Background: an optimization exercise with open tools, aiming at small area, a short achievable clock period and few clock cycles. Do not read the settings as production practice.
The RTL was checked by simulation tests, not by an equivalence proof against the original design.
Power is estimated from default activity; no workload was simulated.

==> wip/amber: inputs <==
Design hrrn_ready_queue_core, start of the top module:
module hrrn_ready_queue_core (
    input  logic                             i_clk,
    input  logic                             i_rst_n,
    input  logic                             i_s_axis_tvalid,
    output logic                             o_s_axis_tready,
    input  logic [hrq_pkg::IN_DATA_W-1:0]    i_s_axis_tdata,
    input  logic [hrq_pkg::OP_W-1:0]         i_s_axis_tuser,
    output logic                             o_m_axis_tvalid,
    input  logic                             i_m_axis_tready,
    output logic [hrq_pkg::OUT_DATA_W-1:0]   o_m_axis_tdata
);
clock: 5.0 ns
lec_check: 0
cap_margin: 20
core_margin: 2
core_utilization: 40
slew_margin: 20
run.sh (not shown) runs the stock make flow with config.mk's settings and CLKGATE_MAP_FILE= SYNTH_SCRIPT=/design/flow/synth_recipe.tcl, a recipe that flattens the netlist after the stock synthesis.
==> wip/raven (differences from wip/amber) <==
--- a/flow/design.v
+++ b/flow/design.v
@@ -28,10 +28,12 @@
     input  logic        i_rst_n,
     input  logic        i_load,    
     input  logic [15:0] i_wait,    
     input  logic [19:0] i_d,       
     output logic        o_busy,
+    output logic        o_prep,    
+    output logic [15:0] o_wait,    
     output logic        o_done,
     output logic [20:0] o_prio
 );
     function automatic logic geq24(input logic [23:0] a, input logic [23:0] b);
         logic [31:0] g, p;
@@ -154,10 +156,12 @@
         end
     end
     logic last;
     assign last   = r_busy && (r_cnt == 4'd1);
     assign o_busy = r_prep || r_busy;
+    assign o_prep = r_prep;
+    assign o_wait = r_w;
     assign o_done = (r_prep && (est0 || st[0])) || last;
     assign o_prio = r_prep ? (est0 ? 21'h1FFFFF : 21'd256)
                            : {hi_inc, r_nq[5:0], dig};
     always_ff @(posedge i_clk) begin
         if (!i_rst_n) begin
@@ -254,138 +258,182 @@
     logic [N-1:0][7:0]   t_job;
     logic [N-1:0][19:0]  t_d;      
     logic [N-1:0][15:0]  t_wait;
     logic [N-1:0][20:0]  t_prio;
     logic [N-1:0][N-1:0] r_bef;    
-    logic [N-1:0][N-1:0] r_beat;   
+    logic [N-1:0]        best;     
+    logic                rc;       
     logic [4:0]          cnt;
-    logic        o_v;
+    logic        o_v, q1_v, pend;
+    logic [15:0] o_d, q1_d;
     logic [1:0]  o_st;
-    logic          tk_p, tk_g;
+    logic        rc_f;     
+    logic          tk_g;
     logic [N-1:0]  tk_slot;
     logic          dv_busy, dv_done;
     logic [20:0]   dv_prio;
-    logic [N-1:0][N-1:0] bef, beat;
+    logic [N-1:0][N-1:0] bef;
     always_comb begin
         for (int a = 0; a < N; a++) begin
             for (int b = 0; b < N; b++) begin
                 if (a < b) begin
                     bef[a][b]  = r_bef[a][b];
-                    beat[a][b] = r_beat[a][b];
                 end else if (a > b) begin
                     bef[a][b]  = !r_bef[b][a];
-                    beat[a][b] = !r_beat[b][a];
                 end else begin
                     bef[a][b]  = 1'b0;
-                    beat[a][b] = 1'b0;
                 end
             end
         end
     end
-    logic tk_busy, out_free, acc, go, full;
+    logic tk_busy, acc, go, full, xdone;
+    logic rc_deq, rc_tk, any_g;
     logic is_enq, is_deq, is_tick;
-    assign tk_busy  = tk_p || dv_busy || tk_g;
-    assign out_free = !o_v || i_m_axis_tready;
-    assign go      = x_v && !tk_busy && out_free;    
-    assign o_s_axis_tready = !x_v || (go && !(is_tick && anym)) || tk_g;
+    assign tk_busy  = dv_busy || tk_g;
+    assign go      = x_v && !tk_busy && !rc && !rc_f && !(pend && o_v && q1_v);
+    assign xdone   = (go && !(is_tick && anym) && !rc_deq) || (tk_g && !rc_tk) || rc_f;
+    assign o_s_axis_tready = !x_v || (go && !(is_tick && anym) && !rc_deq) ||
+                             (tk_g && !(|(tk_slot & best))) || rc_f;
     assign acc     = go;
     assign full    = cnt[4];
     assign is_enq  = (in_op == hrq_pkg::OP_ENQUEUE);
     assign is_deq  = (in_op == hrq_pkg::OP_DEQUEUE);
     assign is_tick = (in_op == hrq_pkg::OP_TICK);
     logic [20:0]  cmp_p;
-    logic [N-1:0] gt, ge, m, lt, sel, z, after, first, f, newbeat, wsl;
+    logic [N-1:0] gt, ge, m, lt, sel, z, ze, after, first, f, newbeat, greater;
+    logic nb_best, s_wins;
     logic anym;
     assign cmp_p = in_prio;    
     always_comb begin
         for (int s = 0; s < N; s++) begin
             {gt[s], ge[s]} = cmp21(cmp_p, t_prio[s]);
             m[s]  = t_val[s] && (t_job[s] == in_id);
             lt[s] = t_val[s] && gt[s];
-            sel[s] = tk_g ? tk_slot[s] : (is_enq ? lt[s] : m[s]);
+            greater[s] = t_val[s] && !ge[s];
+            sel[s] = (tk_g || rc_f) ? tk_slot[s] : m[s];
         end
         for (int t = 0; t < N; t++) begin
-            z[t] = 1'b0;
-            for (int u = 0; u < N; u++)
+            z[t]  = 1'b0;
+            ze[t] = 1'b0;
+            for (int u = 0; u < N; u++) begin
                 if (u != t && sel[u] && bef[u][t]) z[t] = 1'b1;
-            after[t]   = lt[t] || z[t];
-            first[t]   = m[t] && !z[t];
+                if (u != t && lt[u] && bef[u][t]) ze[t] = 1'b1;
+            end
+            after[t]   = lt[t] || ze[t];
+            first[t]   = sel[t] && !z[t];
             newbeat[t] = (tk_g ? z[t] : after[t]) ? ge[t] : gt[t];
         end
         for (int s = 0; s < N; s++) begin
             f[s] = !t_val[s];
             for (int j = 0; j < s; j++) if (!t_val[j]) f[s] = 1'b0;
         end
-        wsl = tk_g ? tk_slot : f;
     end
-    assign anym = |m;
+    assign anym  = |m;
+    assign any_g = |greater;
+    logic bhead;
+    always_comb begin
+        bhead = 1'b1;
+        for (int u = 0; u < N; u++)
+            if (t_val[u] && !best[u] && |(best & bef[u])) bhead = 1'b0;
+    end
+    assign nb_best = |(best & gt) || (|(best & ge) && !bhead);
+    always_comb begin
+        s_wins = 1'b1;
+        for (int t = 0; t < N; t++)
+            if (t_val[t] && !tk_slot[t] && !newbeat[t]) s_wins = 1'b0;
+    end
+    assign rc_deq = go && is_deq && |(m & best) && (cnt != 5'd1);
+    assign rc_tk  = tk_g && |(tk_slot & best) && !s_wins;
+    logic [N-1:0] cset, csel;
+    logic [20:0]  rd_prio;
+    always_comb begin
+        cset = rc ? greater : (t_val & ~best);
+        rd_prio = '0;
+        for (int s = 0; s < N; s++) begin
+            csel[s] = cset[s];
+            for (int j = 0; j < s; j++) if (cset[j]) csel[s] = 1'b0;
+            rd_prio = rd_prio | (csel[s] ? t_prio[s] : 21'd0);
+        end
+    end
     logic enq_do, deq_do, tk_look;
     assign enq_do  = acc && is_enq && !full;
     assign deq_do  = acc && is_deq && anym;
     assign tk_look = acc && is_tick && anym;
-    logic [N-1:0] win;
     logic [7:0]   pick_id;
     always_comb begin
         pick_id = '0;
-        for (int s = 0; s < N; s++) begin
-            win[s] = t_val[s];
-            for (int t = 0; t < N; t++)
-                if (t != s && t_val[t] && !beat[s][t]) win[s] = 1'b0;
-            pick_id = pick_id | (win[s] ? t_job[s] : 8'd0);
-        end
+        for (int s = 0; s < N; s++)
+            pick_id = pick_id | (best[s] ? t_job[s] : 8'd0);
     end
+    logic [15:0] res;
+    logic        pop, cap;
+    assign res  = {o_st, cnt, (cnt != 5'd0), (cnt != 5'd0) ? pick_id : 8'd0};
+    assign pop  = o_v && i_m_axis_tready;
+    assign cap  = pend && !(o_v && q1_v && !pop);
     assign o_m_axis_tvalid = o_v;
-    assign o_m_axis_tdata  = {o_st, cnt, (cnt != 5'd0), pick_id};
-    logic [15:0] rd_wait, wp;
+    assign o_m_axis_tdata  = o_d;
+    logic [15:0] rd_wait, wp, wsrc, dv_w;
+    logic        dv_prep;
     logic [19:0] rd_d;
     always_comb begin
         rd_wait = '0;
         rd_d    = '0;
         for (int s = 0; s < N; s++) begin
-            rd_wait = rd_wait | (tk_slot[s] ? t_wait[s] : 16'd0);
-            rd_d    = rd_d    | (tk_slot[s] ? t_d[s]    : 20'd0);
+            rd_wait = rd_wait | (first[s] ? t_wait[s] : 16'd0);
+            rd_d    = rd_d    | (first[s] ? t_d[s]    : 20'd0);
         end
     end
     always_comb begin
         logic cy;
         cy = 1'b1;
         for (int i = 0; i < 16; i++) begin
-            wp[i] = rd_wait[i] ^ cy;
-            cy = cy & rd_wait[i];
+            wp[i] = wsrc[i] ^ cy;
+            cy = cy & wsrc[i];
         end
         if (cy) wp = 16'hFFFF;
     end
     logic [15:0] wr_wait;
-    assign wr_wait = tk_p ? wp : in_wait;
+    assign wsrc    = dv_prep ? dv_w : in_wait;
+    assign wr_wait = wp;
     hrq_div u_div (
         .i_clk   (i_clk),
         .i_rst_n (i_rst_n),
-        .i_load  (tk_p),
-        .i_wait  (wp),
+        .i_load  (tk_look),
+        .i_wait  (rd_wait),
         .i_d     (rd_d),
         .o_busy  (dv_busy),
+        .o_prep  (dv_prep),
+        .o_wait  (dv_w),
         .o_done  (dv_done),
         .o_prio  (dv_prio)
     );
     always_ff @(posedge i_clk) begin
         if (!i_rst_n) begin
             x_v   <= 1'b0;
             o_v   <= 1'b0;
             t_val <= '0;
             cnt   <= '0;
-            tk_p  <= 1'b0;
             tk_g  <= 1'b0;
+            rc    <= 1'b0;
+            rc_f  <= 1'b0;
+            pend  <= 1'b0;
+            q1_v  <= 1'b0;
         end else begin
             if (o_s_axis_tready) x_v <= i_s_axis_tvalid;
-            tk_p <= tk_look;
+            else if (xdone)      x_v <= 1'b0;
             tk_g <= dv_done;
-            if (acc)
-                o_v <= !tk_look;
-            else if (tk_g)
-                o_v <= 1'b1;
-            else if (i_m_axis_tready)
-                o_v <= 1'b0;
+            pend <= xdone || (pend && !cap);
+            if (pop) begin
+                o_v  <= q1_v || cap;
+                q1_v <= q1_v && cap;
+            end else if (!o_v) begin
+                o_v  <= cap;
+            end else if (!q1_v) begin
+                q1_v <= cap;
+            end
+            rc   <= rc_deq || rc_tk || (rc && any_g);
+            rc_f <= rc && !any_g;
             if (enq_do) begin
                 cnt   <= cnt + 5'd1;
                 t_val <= t_val | f;
             end else if (deq_do) begin
                 cnt   <= cnt - 5'd1;
@@ -395,33 +443,48 @@
         if (o_s_axis_tready) begin
             x_op <= i_s_axis_tuser;
             x_d  <= i_s_axis_tdata[60:0];
         end else if (dv_done) begin
             x_d[60:40] <= dv_prio;
+        end else if (is_deq || tk_g || rc) begin
+            x_d[60:40] <= rd_prio;
+        end
+        if (enq_do && (cnt == 5'd0 || nb_best))
+            best <= f;
+        else if (tk_g && s_wins)
+            best <= tk_slot;
+        else if (rc_f)
+            best <= first;
+        if (pop) begin
+            o_d  <= q1_v ? q1_d : res;
+            q1_d <= res;
+        end else if (!o_v) begin
+            o_d  <= res;
+        end else if (!q1_v) begin
+            q1_d <= res;
         end
         if (acc) begin
             if (is_enq)
                 o_st <= full ? hrq_pkg::ST_FULL : hrq_pkg::ST_OK;
             else if ((is_deq || is_tick) && !anym)
                 o_st <= hrq_pkg::ST_NOT_FOUND;
             else
                 o_st <= hrq_pkg::ST_OK;
         end
         if (tk_look) tk_slot <= first;
+        else if (rc && !any_g) tk_slot <= t_val & ge & ~gt;    
         for (int s = 0; s < N; s++) begin
             if (enq_do && f[s]) begin
                 t_job[s]  <= in_id;
                 t_d[s]    <= in_d;
             end
-            if ((enq_do && f[s]) || (tk_p && tk_slot[s])) t_wait[s] <= wr_wait;
+            if ((enq_do && f[s]) || (dv_prep && tk_slot[s])) t_wait[s] <= wr_wait;
             if ((enq_do && f[s]) || (tk_g && tk_slot[s])) t_prio[s] <= cmp_p;
         end
         for (int a = 0; a < N; a++) begin
             for (int b = a + 1; b < N; b++) begin
                 if (enq_do && (f[a] || f[b]))
                     r_bef[a][b] <= f[a] ? after[b] : !after[a];
-                if ((enq_do || tk_g) && (wsl[a] || wsl[b]))
-                    r_beat[a][b] <= wsl[a] ? newbeat[b] : !newbeat[a];
             end
         end
     end
 endmodule
Settings changed: SETUP_SLACK_MARGIN set to 0.8, TNS_END_PERCENT set to 5.
==> comparison table <==
                                                    wip/raven        wip/amber
Detailed-route vias per instance                        6.730            6.418
Internal reg-to-reg setup slack                        420 ps            30 ps
Launch point of the critical path                      x_d[2]         t_val[9]
Total instance count after detailed placement            9306             8834
Number of inserted diodes                                  13                9
Number of synthesized register bits                      1405             1474
Combined area of all synthesized cells            0.07450 mm2      0.07333 mm2
Psw                                                  6.960 mW         6.916 mW
Power density cells                              297.8 mW/mm2     322.2 mW/mm2
Final cell count without fillers                         9812             9170
Run status                                     finished clean  failed layout checks
Layout check failures                                       -     setup timing
Placer congestion estimate                              1.122            1.059
Total of clock buffers placed in the layout               185              205
Worst Path Arrival                                    3580 ps          4000 ps
Compound-Gate Fraction of Synth Area                   20.01%           17.78%
Tap cell count                                           2480             2385
Met3 Track Usage GR                                    11.92%           7.191%
Worst path max stage delay                             430 ps           590 ps
Total global-route track usage                         38.94%           32.05%
Testbench counts of wip/amber, summed over its fixed seeds: cycles 8,224.
Testbench counts of wip/raven, summed over its fixed seeds: cycles 8,086.

==> what the ideal ports hide <==
In the flow no input, the clock included, has a driving cell. The finished layouts below were timed again as built, in two steps.
Step 1: set_driving_cell puts a clkbuf_16 on i_clk and a buf_2 on each other input, an assumption about the parent block.
Step 2 moves the port delays by t, midway between the first and last clock arrival at a register: inputs arrive t later, outputs are due t later. That takes back most of the time a late clock gives input paths.
a / b / c = ideal / step 1 / step 2; a / b = the first two.
run | t (ns) | slack for setup (ns) | hold WS [ns] | latest minus earliest clock arrival (ns) | worst register clock-pin slew, ns
wip/amber | 0.933 | -0.004 / -0.097 / 0.032 | 0.521 / 0.521 / 0.521 | 0.063 / 0.063 | 0.07 / 0.07
wip/raven | 0.914 | 0.417 / 0.326 / 0.418 | 0.537 / 0.537 / 0.537 | 0.071 / 0.071 | 0.07 / 0.07
